This is an optimization exercise on Yosys and OpenROAD, whose aim is small area, not a production implementation.
Function was checked by simulation only, so behaviour that the tests miss may differ from the original.
Power and IR drop assume default switching activity.

### design.v
package pprd_pkg;
    localparam int SAMPLE_W   = 18;
    localparam int RATE_W     = 21;
    localparam int POS_W      = 32;
    localparam int HYST_W     = 18;
    localparam int SPM_W      = 16;
    localparam int CFG_IDX_W  = 2;
    localparam int CFG_DATA_W = 18;
    localparam int STEP_W     = $clog2(RATE_W);
    localparam logic [HYST_W-1:0] HYST_RESET = HYST_W'(300);
    localparam logic [SPM_W-1:0]  SPM_RESET  = SPM_W'(6000);
    localparam int QUICK_COUNT = 5;
    localparam int QUICK_SPANS = 3;
    localparam int QUICK_ENTRY = 1;
    typedef enum logic [CFG_IDX_W-1:0] {
        REG_HYSTERESIS = 2'd0,
        REG_SPM        = 2'd1
    } cfg_reg_t;
    typedef enum logic [1:0] {
        EV_NONE = 2'd0,
        EV_MAX  = 2'd1,
        EV_MIN  = 2'd2
    } event_t;
    typedef enum logic [2:0] {
        ST_IDLE,
        ST_RING_OLD,
        ST_RING_ONE,
        ST_DIV,
        ST_OUT
    } state_t;
    typedef struct packed {
        logic              start;
        logic [RATE_W-1:0] dividend;
        logic [POS_W-1:0]  divisor;
    } div_req_t;
    typedef struct packed {
        logic              done;
        logic [RATE_W-1:0] quotient;
    } div_rsp_t;
endpackage
module pprd_ring_mem #(
    parameter int DEPTH  = 10,
    parameter int ADDR_W = $clog2(DEPTH)
) (
    input  logic                         aclk,
    input  logic                         aresetn,
    input  logic [ADDR_W-1:0]            rd_addr,
    output logic [pprd_pkg::POS_W-1:0]   rd_data,
    input  logic                         wr_en,
    input  logic [ADDR_W-1:0]            wr_addr,
    input  logic [pprd_pkg::POS_W-1:0]   wr_data
);
    logic [pprd_pkg::POS_W-1:0] mem [DEPTH];
    logic [DEPTH-1:0]           valid_reg;
    logic [pprd_pkg::POS_W-1:0] rd_data_reg;
    always_ff @(posedge aclk) begin
        if (wr_en) begin
            mem[wr_addr] <= wr_data;
        end
    end
    always_ff @(posedge aclk) begin
        if (!aresetn) begin
            valid_reg <= '0;
        end else if (wr_en) begin
            valid_reg[wr_addr] <= 1'b1;
        end
    end
    always_ff @(posedge aclk) begin
        rd_data_reg <= valid_reg[rd_addr] ? mem[rd_addr] : '0;
    end
    assign rd_data = rd_data_reg;
endmodule
module pprd_divider (
    input  logic               aclk,
    input  logic               aresetn,
    input  pprd_pkg::div_req_t req,
    output pprd_pkg::div_rsp_t rsp
);
    logic                          busy_reg;
    logic                          done_reg;
    logic [pprd_pkg::STEP_W-1:0]   step_reg;
    logic [pprd_pkg::POS_W-1:0]    rem_reg;
    logic [pprd_pkg::POS_W-1:0]    den_reg;
    logic [pprd_pkg::RATE_W-1:0]   quo_reg;
    logic [pprd_pkg::POS_W:0]      trial;
    logic [pprd_pkg::POS_W:0]      diff;
    logic                          fits;
    always_comb begin
        trial = {rem_reg, quo_reg[pprd_pkg::RATE_W-1]};
        diff  = trial - {1'b0, den_reg};
        fits  = trial >= {1'b0, den_reg};
    end
    always_ff @(posedge aclk) begin
        if (!aresetn) begin
            busy_reg <= 1'b0;
            done_reg <= 1'b0;
            step_reg <= '0;
        end else begin
            done_reg <= 1'b0;
            if (req.start) begin
                busy_reg <= 1'b1;
                step_reg <= pprd_pkg::STEP_W'(pprd_pkg::RATE_W - 1);
            end else if (busy_reg) begin
                if (step_reg == '0) begin
                    busy_reg <= 1'b0;
                    done_reg <= 1'b1;
                end else begin
                    step_reg <= step_reg - pprd_pkg::STEP_W'(1);
                end
            end
        end
    end
    always_ff @(posedge aclk) begin
        if (req.start) begin
            rem_reg <= '0;
            den_reg <= req.divisor;
            quo_reg <= req.dividend;
        end else if (busy_reg) begin
            rem_reg <= fits ? diff[pprd_pkg::POS_W-1:0] : trial[pprd_pkg::POS_W-1:0];
            quo_reg <= {quo_reg[pprd_pkg::RATE_W-2:0], fits};
        end
    end
    assign rsp.done     = done_reg;
    assign rsp.quotient = quo_reg;
endmodule
module pulse_peak_rate_detector_core #(
    parameter int RING_DEPTH = 10
) (
    input  logic                               aclk,
    input  logic                               aresetn,
    input  logic                               s_valid,
    output logic                               s_ready,
    input  logic [pprd_pkg::SAMPLE_W-1:0]      s_sample,
    output logic                               m_valid,
    input  logic                               m_ready,
    output logic [pprd_pkg::RATE_W-1:0]        m_rate,
    output logic [1:0]                         m_event_res,
    output logic [pprd_pkg::SAMPLE_W-1:0]      m_extreme_value,
    output logic                               m_falling_phase,
    input  logic                               cfg_wr_en,
    input  logic [pprd_pkg::CFG_IDX_W-1:0]     cfg_index,
    input  logic [pprd_pkg::CFG_DATA_W-1:0]    cfg_wdata
);
    localparam int ADDR_W    = $clog2(RING_DEPTH);
    localparam int COUNT_MAX = RING_DEPTH + 2;
    localparam int CNT_W     = $clog2(RING_DEPTH + 3);
    logic [pprd_pkg::HYST_W-1:0]   hyst_reg;
    logic [pprd_pkg::SPM_W-1:0]    spm_reg;
    pprd_pkg::state_t              state_reg, state_next;
    logic                          rising_reg;
    logic [pprd_pkg::SAMPLE_W-1:0] max_reg;
    logic [pprd_pkg::SAMPLE_W-1:0] min_reg;
    logic [pprd_pkg::POS_W-1:0]    index_reg;
    logic [pprd_pkg::POS_W-1:0]    max_pos_reg;
    logic [ADDR_W-1:0]             ptr_reg;
    logic [CNT_W-1:0]              count_reg;
    logic [pprd_pkg::POS_W-1:0]    old_pos_reg;
    logic [pprd_pkg::RATE_W-1:0]   res_rate_reg;
    pprd_pkg::event_t              res_event_reg;
    logic [pprd_pkg::SAMPLE_W-1:0] res_extreme_reg;
    logic                          m_valid_reg;
    logic [pprd_pkg::RATE_W-1:0]   m_rate_reg;
    pprd_pkg::event_t              m_event_reg;
    logic [pprd_pkg::SAMPLE_W-1:0] m_extreme_reg;
    logic                          m_falling_reg;
    logic [ADDR_W-1:0]             ring_rd_addr;
    logic [pprd_pkg::POS_W-1:0]    ring_rd_data;
    logic                          ring_wr_en;
    pprd_pkg::div_req_t            div_req;
    pprd_pkg::div_rsp_t            div_rsp;
    logic                          accept;
    logic                          load_out;
    logic [pprd_pkg::POS_W-1:0]    index_inc;
    logic                          new_max;
    logic                          peak_hit;
    logic                          new_min;
    logic                          valley_hit;
    logic                          quick_rate;
    logic                          full_rate;
    logic [pprd_pkg::POS_W-1:0]    span;
    logic [pprd_pkg::RATE_W-1:0]   spm_ext;
    logic [pprd_pkg::RATE_W-1:0]   numerator;
    logic                          do_div;
    logic [ADDR_W-1:0]             ptr_inc;
    assign s_ready  = aresetn && (state_reg == pprd_pkg::ST_IDLE);
    assign accept   = s_valid && s_ready;
    assign load_out = (state_reg == pprd_pkg::ST_OUT) && (!m_valid_reg || m_ready);
    always_comb begin
        index_inc  = index_reg + pprd_pkg::POS_W'(1);
        new_max    = s_sample > max_reg;
        peak_hit   = !new_max && ((max_reg - s_sample) > hyst_reg);
        new_min    = s_sample < min_reg;
        valley_hit = !new_min && ((s_sample - min_reg) > hyst_reg);
        ptr_inc    = (ptr_reg == ADDR_W'(RING_DEPTH - 1)) ? '0 : ptr_reg + ADDR_W'(1);
    end
    always_comb begin
        quick_rate = (count_reg == CNT_W'(pprd_pkg::QUICK_COUNT));
        full_rate  = (count_reg == CNT_W'(COUNT_MAX));
        span       = max_pos_reg - (quick_rate ? ring_rd_data : old_pos_reg);
        spm_ext    = pprd_pkg::RATE_W'(spm_reg);
        numerator  = quick_rate ? spm_ext * pprd_pkg::RATE_W'(pprd_pkg::QUICK_SPANS)
                                : spm_ext * pprd_pkg::RATE_W'(RING_DEPTH);
        do_div     = (state_reg == pprd_pkg::ST_RING_ONE) && (quick_rate || full_rate)
                     && (span != '0);
    end
    assign div_req.start    = do_div;
    assign div_req.dividend = numerator;
    assign div_req.divisor  = span;
    assign ring_rd_addr = (state_reg == pprd_pkg::ST_IDLE)
                          ? ptr_reg : ADDR_W'(pprd_pkg::QUICK_ENTRY);
    assign ring_wr_en   = (state_reg == pprd_pkg::ST_RING_OLD);
    always_comb begin
        state_next = state_reg;
        unique case (state_reg)
            pprd_pkg::ST_IDLE: begin
                if (accept) begin
                    state_next = (rising_reg && peak_hit) ? pprd_pkg::ST_RING_OLD
                                                          : pprd_pkg::ST_OUT;
                end
            end
            pprd_pkg::ST_RING_OLD: state_next = pprd_pkg::ST_RING_ONE;
            pprd_pkg::ST_RING_ONE: state_next = do_div ? pprd_pkg::ST_DIV : pprd_pkg::ST_OUT;
            pprd_pkg::ST_DIV: begin
                if (div_rsp.done) begin
                    state_next = pprd_pkg::ST_OUT;
                end
            end
            pprd_pkg::ST_OUT: begin
                if (load_out) begin
                    state_next = pprd_pkg::ST_IDLE;
                end
            end
            default: state_next = pprd_pkg::ST_IDLE;
        endcase
    end
    always_ff @(posedge aclk) begin
        if (!aresetn) begin
            state_reg <= pprd_pkg::ST_IDLE;
        end else begin
            state_reg <= state_next;
        end
    end
    always_ff @(posedge aclk) begin
        if (!aresetn) begin
            hyst_reg <= pprd_pkg::HYST_RESET;
            spm_reg  <= pprd_pkg::SPM_RESET;
        end else if (cfg_wr_en) begin
            unique case (cfg_index)
                pprd_pkg::REG_HYSTERESIS: hyst_reg <= cfg_wdata[pprd_pkg::HYST_W-1:0];
                pprd_pkg::REG_SPM:        spm_reg  <= cfg_wdata[pprd_pkg::SPM_W-1:0];
                default: ;
            endcase
        end
    end
    always_ff @(posedge aclk) begin
        if (!aresetn) begin
            rising_reg  <= 1'b1;
            max_reg     <= '0;
            min_reg     <= '1;
            index_reg   <= '0;
            max_pos_reg <= '0;
            ptr_reg     <= '0;
            count_reg   <= '0;
        end else begin
            if (accept) begin
                index_reg <= index_inc;
                if (rising_reg) begin
                    if (new_max) begin
                        max_reg     <= s_sample;
                        max_pos_reg <= index_inc;
                    end else if (peak_hit) begin
                        rising_reg <= 1'b0;
                        min_reg    <= max_reg;
                        if (count_reg != CNT_W'(COUNT_MAX)) begin
                            count_reg <= count_reg + CNT_W'(1);
                        end
                    end
                end else begin
                    if (new_min) begin
                        min_reg <= s_sample;
                    end else if (valley_hit) begin
                        rising_reg <= 1'b1;
                        max_reg    <= min_reg;
                    end
                end
            end
            if (ring_wr_en) begin
                ptr_reg <= ptr_inc;
            end
        end
    end
    always_ff @(posedge aclk) begin
        if (accept) begin
            res_rate_reg    <= '0;
            res_event_reg   <= pprd_pkg::EV_NONE;
            res_extreme_reg <= '0;
            if (rising_reg && !new_max && peak_hit) begin
                res_event_reg   <= pprd_pkg::EV_MAX;
                res_extreme_reg <= max_reg;
            end else if (!rising_reg && !new_min && valley_hit) begin
                res_event_reg   <= pprd_pkg::EV_MIN;
                res_extreme_reg <= min_reg;
            end
        end
        if (state_reg == pprd_pkg::ST_RING_OLD) begin
            old_pos_reg <= ring_rd_data;
        end
        if ((state_reg == pprd_pkg::ST_DIV) && div_rsp.done) begin
            res_rate_reg <= div_rsp.quotient;
        end
    end
    always_ff @(posedge aclk) begin
        if (!aresetn) begin
            m_valid_reg <= 1'b0;
        end else if (load_out) begin
            m_valid_reg <= 1'b1;
        end else if (m_ready) begin
            m_valid_reg <= 1'b0;
        end
    end
    always_ff @(posedge aclk) begin
        if (load_out) begin
            m_rate_reg    <= res_rate_reg;
            m_event_reg   <= res_event_reg;
            m_extreme_reg <= res_extreme_reg;
            m_falling_reg <= !rising_reg;
        end
    end
    assign m_valid         = m_valid_reg;
    assign m_rate          = m_rate_reg;
    assign m_event_res     = m_event_reg;
    assign m_extreme_value = m_extreme_reg;
    assign m_falling_phase = m_falling_reg;
    pprd_ring_mem #(
        .DEPTH   (RING_DEPTH),
        .ADDR_W  (ADDR_W)
    ) u_ring (
        .aclk    (aclk),
        .aresetn (aresetn),
        .rd_addr (ring_rd_addr),
        .rd_data (ring_rd_data),
        .wr_en   (ring_wr_en),
        .wr_addr (ptr_reg),
        .wr_data (max_pos_reg)
    );
    pprd_divider u_div (
        .aclk    (aclk),
        .aresetn (aresetn),
        .req     (div_req),
        .rsp     (div_rsp)
    );
endmodule
### run.sh
#!/bin/bash
# synth_recipe.tcl (not shown) runs the flow's synth.tcl, then flattens the netlist and writes it again
# the make line also repeats each setting of config.mk as NAME=value (left out here)
make -C /OpenROAD-flow-scripts/flow DESIGN_CONFIG=/design/flow/config.mk WORK_HOME=/design/flow/orfs CLKGATE_MAP_FILE= SYNTH_SCRIPT=/design/flow/synth_recipe.tcl finish
### config.mk
export PLATFORM = sky130hd
export DESIGN_NAME = pulse_peak_rate_detector_core
export DESIGN_NICKNAME = pulse_peak_rate_detector_core
export VERILOG_FILES = /design/flow/design.v
export SDC_FILE = /design/flow/constraint.sdc
export NUM_CORES = 4
export LEC_CHECK = 0
export CAP_MARGIN = 20
export CORE_MARGIN = 2
export CORE_UTILIZATION = 40
export SLEW_MARGIN = 20
### constraint.sdc
create_clock -name core_clock -period 7.5 [get_ports {aclk}]
set_input_delay 1.5000 -clock core_clock [delete_from_list [all_inputs] [get_ports {aclk}]]
set_output_delay 1.5000 -clock core_clock [all_outputs]
set_load 0.01 [all_outputs]
==> results.env <==
CRITPATHMAXFANOUT=72
STARTPOINT_TYPE='flop'
POST_SYNTHESIS_CELL_AREA_SQ_UM=35300
ROUTE.DETAILED.DRC=0
CLOCK_SLEW_SEEN_BY_THE_REGISTERS_OF_THE_WORST_SETUP_AND_HOLD_PATHS_NS=0.06
SYNTH_NETS=3559
WL_PER_CELL_MICRONS=19.7
FIN_WORST_SKEW_NS=0.0370
NETLIST.AREA_LEADER.SHARE_PCT=41.5
TIMING.FINAL.MAX_SLEW_VIOLATIONS=0
GLOBALPLACE.CONGESTION=0.870
NET_COUNT_REPORTED_AT_FINISH=3602
CTS-HTREE-LEVELS=3
SYNTHFLOPTYPE='sky130_fd_sc_hd__edfxtp_1'
FINAL_CYCLE_UTILIZATION_OF_THE_CRITICAL_PATH_PCT=83.2
SYNTH-EDFF-COUNT=488
DRIVE_GT1_SHARE_PCT=6.51
YOSYSUNIQUECELLTYPES=75
IO_PINS=87
CTS_ROOT_BUF='sky130_fd_sc_hd__clkbuf_16'
FP-ROW-COUNT=109
NUM-FILL-CELLS=8238
DPL-INSTANCE-AREA_SQ_UM=37500
LARGEST_REG_FLOPS=320
AREA_LEADER_NETLIST='sky130_fd_sc_hd__edfxtp_1'
CELL_AREA_AFTER_LAYOUT_SQ_UM=40000
GRT_FIRST_PASS_WIRELENGTH_MM=140
PIN_COUNT_OF_THE_BIGGEST_NET_ENTERING_GLOBAL_ROUTING=80
NUMCLOCKSINKS=716
CRIT_ARRIVAL_NS=6.58
PLACEMENT.IO_BUFFERS=86
RR_ENDPOINT='u_div.quo_reg[0]'
R2R_START='count_reg[1]'
REGAREA_SQ_UM=19200
MULTIINPUTGATEAREA_SQ_UM=15000
CLKLATENCYLATEPIN_NS=0.65
TIGHTESTPINTRANSITION_NS=1.01
CTS-ROOT-TO-SINK-BUFFERS=3
RELSLEWSLACK_PCT=32.7
TIMING.SETUP.CRITICAL_PATH_CLASS='flop to flop'
CLOCK.FMAX_MHz=160
TIMING.REG2REG.WORST_PATH_DEPTH=18
FINAL-SETUP-VIOL-COUNT=0
RUN_STATUS='finished clean'
NUMBER_OF_DETAILED_ROUTE_ITERATIONS_IN_THE_FIRST_PASS=6
MAX-CAP-VIOLATIONS=0
START_UTIL_PCT=40.2
RSZ0062_AT_GRT='no'
CTS_MADE_BUFFERS=80
DRTANTENNAVIOLNETS=0
YOSYS.CELL_COUNT.TOP_TYPE='sky130_fd_sc_hd__edfxtp_1'
ANTENNA_VIOLATIONS_BEFORE_REPAIR=2
DETAILED_PLACE_HPWL_MM=58.8
HOLD_PATH_STARTPOINT='res_extreme_reg[8]'
DIE_WIDTH_MICRONS=301
DRT-INITIAL-DRC-COUNT=1944
FIRST_GLOBAL_VIAS=24198
MIN-DELAY-PATH-CLASS='flop to flop'
CELLPOWERDENSITY_nW_PER_UM2=227
OVERFLOW=0
POST-CTS-SETUP-BUFFERS=0
FIN_HOLD_VIOLS=0
POWER.IR.VDD_WORST_uV=158
GRT_USE_TOTAL_PCT=19.6
ANTENNA_CELLS_INSERTED=0
CRIT_REQUIRED_NS=7.84
YS_TOP_CELLS_BY_COUNT='sky130_fd_sc_hd__edfxtp_1, sky130_fd_sc_hd__nand2_1, sky130_fd_sc_hd__nor2_1, sky130_fd_sc_hd__dfxtp_1, sky130_fd_sc_hd__ha_1'
TRITONCTS='done'
FINAL.SETUP.TNS_NS=0
SYN_TO_FINAL_GROWTH_PCT=13.2
SYNTH_AREA_PER_CELL_SQ_UM=10.6
CTS_HOLD_BUF=0
DIE_AREA_SQ_UM=90800
REGTOREGSETUPSLACK_NS=1.26
SYNTH_SEQ_CELLS=716
WHS_ENDPOINT='m_extreme_reg[8]'
ROUTE.DETAILED.VIAS_PER_INST=5.53
POWER_mW=9.09
END_KIND='flop'
FIN_CRIT_NS=6.24
LARGEST-REGISTER='u_ring.mem'
CHIPHEIGHT_MICRONS=301
NETLIST_INSTANCES=3319
WIRELENGTH_MM=90.3
YOSYS_WARNINGS=3
SYNTH_TOP_CELLS_BY_AREA='sky130_fd_sc_hd__edfxtp_1, sky130_fd_sc_hd__dfxtp_1, sky130_fd_sc_hd__ha_1, sky130_fd_sc_hd__nand2_1, sky130_fd_sc_hd__a211oi_1'
ASYNCSETRESETFLOPFRACSYNTH_PCT=0
ROUTE.VIAS.TOTAL=25386
TOTAL_LEAKAGE_POWER_nW=15.2
SYNTH_SEQ_AREA_SHARE_PCT=54.4
CTS_RESIZED=0
COREAREA_SQ_UM=88000
WHS_PATH_DEPTH=0
[critical path, cell delays in order (launching register included)]
cell and delay (ns):
sky130_fd_sc_hd__dfxtp_1 0.37, sky130_fd_sc_hd__inv_1 0.08, sky130_fd_sc_hd__ha_1 0.19, sky130_fd_sc_hd__nand3b_1 0.29
sky130_fd_sc_hd__buf_4 0.44, sky130_fd_sc_hd__mux2i_1 0.24, sky130_fd_sc_hd__ha_1 0.39, sky130_fd_sc_hd__a21oi_1 0.29
sky130_fd_sc_hd__o21ai_1 0.17, sky130_fd_sc_hd__a221o_1 0.40, sky130_fd_sc_hd__a2111oi_0 0.55, sky130_fd_sc_hd__a21oi_1 0.14
sky130_fd_sc_hd__nor3_1 0.28, sky130_fd_sc_hd__o2111ai_1 0.14, sky130_fd_sc_hd__or4_1 0.69, sky130_fd_sc_hd__o31a_2 0.35
sky130_fd_sc_hd__buf_4 0.26, sky130_fd_sc_hd__buf_4 0.41, sky130_fd_sc_hd__mux2i_1 0.20
[worst max path at each step]
stage                 startpoint                to  cells past startpoint
finish              count_reg[1]  u_div.quo_reg[0]                     18
global placement     s_sample[1]       min_reg[16]                     22
global route         s_sample[1]       min_reg[15]                     22
detailed placement   s_sample[1]       min_reg[14]                     22
CTS                 count_reg[1]  u_div.quo_reg[0]                     18
floorplan                m_ready    m_event_reg[0]                      2
[cell type report]
class | instances | share of cell area [%]
clock buffers | 112 | 5.43
clock inverters | 36 | 0.757
inverters | 148 | 1.40
multi-input cells | 2278 | 37.6
flip-flops and latches | 716 | 48.1
well taps | 1165 | 3.64
repair buffers | 138 | 3.15
[per-stage QoR]
stage	utilization, %	instances	setup WS, ns	hold slack (ns)
6_report	45.5	4593	1.26	0.414
5_1_grt	45.5	4593	0.615	0.419
4_1_cts	45.5	4593	1.27	0.415
3_5_place_dp	42.6	4445	0.750	0.405
3_3_place_gp	42.6	4445	0.798	0.401
2_1_floorplan	-	3319	1.40	0.400
[per-layer routing]
metal	GRT usage, %	vias up	routed length [microns]
li1	-	12386	-
met1	26.9	12315	41600
met2	32.6	575	42700
met3	2.69	108	4530
met4	4.82	2	1490
met5	0	-	13
[power by group]
| part | switching [mW] | total, mW | internal (mW) | leakage (nW) |
|---|---|---|---|---|
| Sequential | 0.114 | 4.43 | 4.32 | 6.34 |
| Combinational | 0.573 | 0.944 | 0.371 | 7.68 |
| Clock | 1.61 | 3.72 | 2.11 | 1.19 |
| Total | 2.29 | 9.09 | 6.80 | 15.2 |
[layout by cell type, fill, tap and decap left out, types with 40 or more instances in the layout]
master | synthesis | layout
sky130_fd_sc_hd__a211oi_1 | 145 | 145
sky130_fd_sc_hd__edfxtp_1 | 488 | 488
sky130_fd_sc_hd__ha_1 | 191 | 191
sky130_fd_sc_hd__a21oi_1 | 174 | 173
sky130_fd_sc_hd__inv_1 | 146 | 145
sky130_fd_sc_hd__mux2i_1 | 71 | 71
sky130_fd_sc_hd__clkbuf_16 | 0 | 80
sky130_fd_sc_hd__a221oi_1 | 40 | 40
sky130_fd_sc_hd__xnor2_1 | 74 | 74
sky130_fd_sc_hd__nand2_1 | 376 | 373
sky130_fd_sc_hd__buf_4 | 1 | 51
sky130_fd_sc_hd__nand3_1 | 139 | 139
sky130_fd_sc_hd__o21ai_0 | 107 | 107
sky130_fd_sc_hd__and3_1 | 52 | 52
sky130_fd_sc_hd__nor2_1 | 243 | 235
sky130_fd_sc_hd__xor2_1 | 66 | 66
sky130_fd_sc_hd__a311oi_1 | 40 | 40
sky130_fd_sc_hd__nor3_1 | 95 | 89
sky130_fd_sc_hd__clkdlybuf4s50_1 | 0 | 85
sky130_fd_sc_hd__dfxtp_1 | 228 | 225
sky130_fd_sc_hd__a21o_1 | 43 | 43
[cell families after synthesis]
group           Yosys count  synth area share, %
compound gates          767                 14.7
flops                   716                 54.4
fa+ha+maj               197                 7.10
simple gates           1086                 14.2
buf+inv                 325                 3.52
mux                      88                 2.66
xor+xnor                140                 3.47

==> port drivers added, routing unchanged <==
The results above use ideal ports. As a check the final layout listed here was re-extracted and re-timed, cells and wires unchanged.
Step 1 (the two cells are an assumption about what drives the block):
set clk [get_ports {aclk}]
set_driving_cell -lib_cell sky130_fd_sc_hd__clkbuf_16 $clk
set_driving_cell -lib_cell sky130_fd_sc_hd__buf_2 [delete_from_list [all_inputs] $clk]
Step 2 also shifts input and output timing later by t, the mid clock arrival at the registers, as if the neighbouring blocks saw the same clock.
a / b / c = ideal ports / drivers / drivers and shift; a / b = the first two.
t (ns): 0.689
slack for setup (ns): 1.261 / 1.261 / 0.643
latest minus earliest clock arrival (ns): 0.037 / 0.038
After both steps this run still meets setup and hold. The setup slack of this run moves by 0.000 ns with the drivers and by -0.618 ns with both steps.
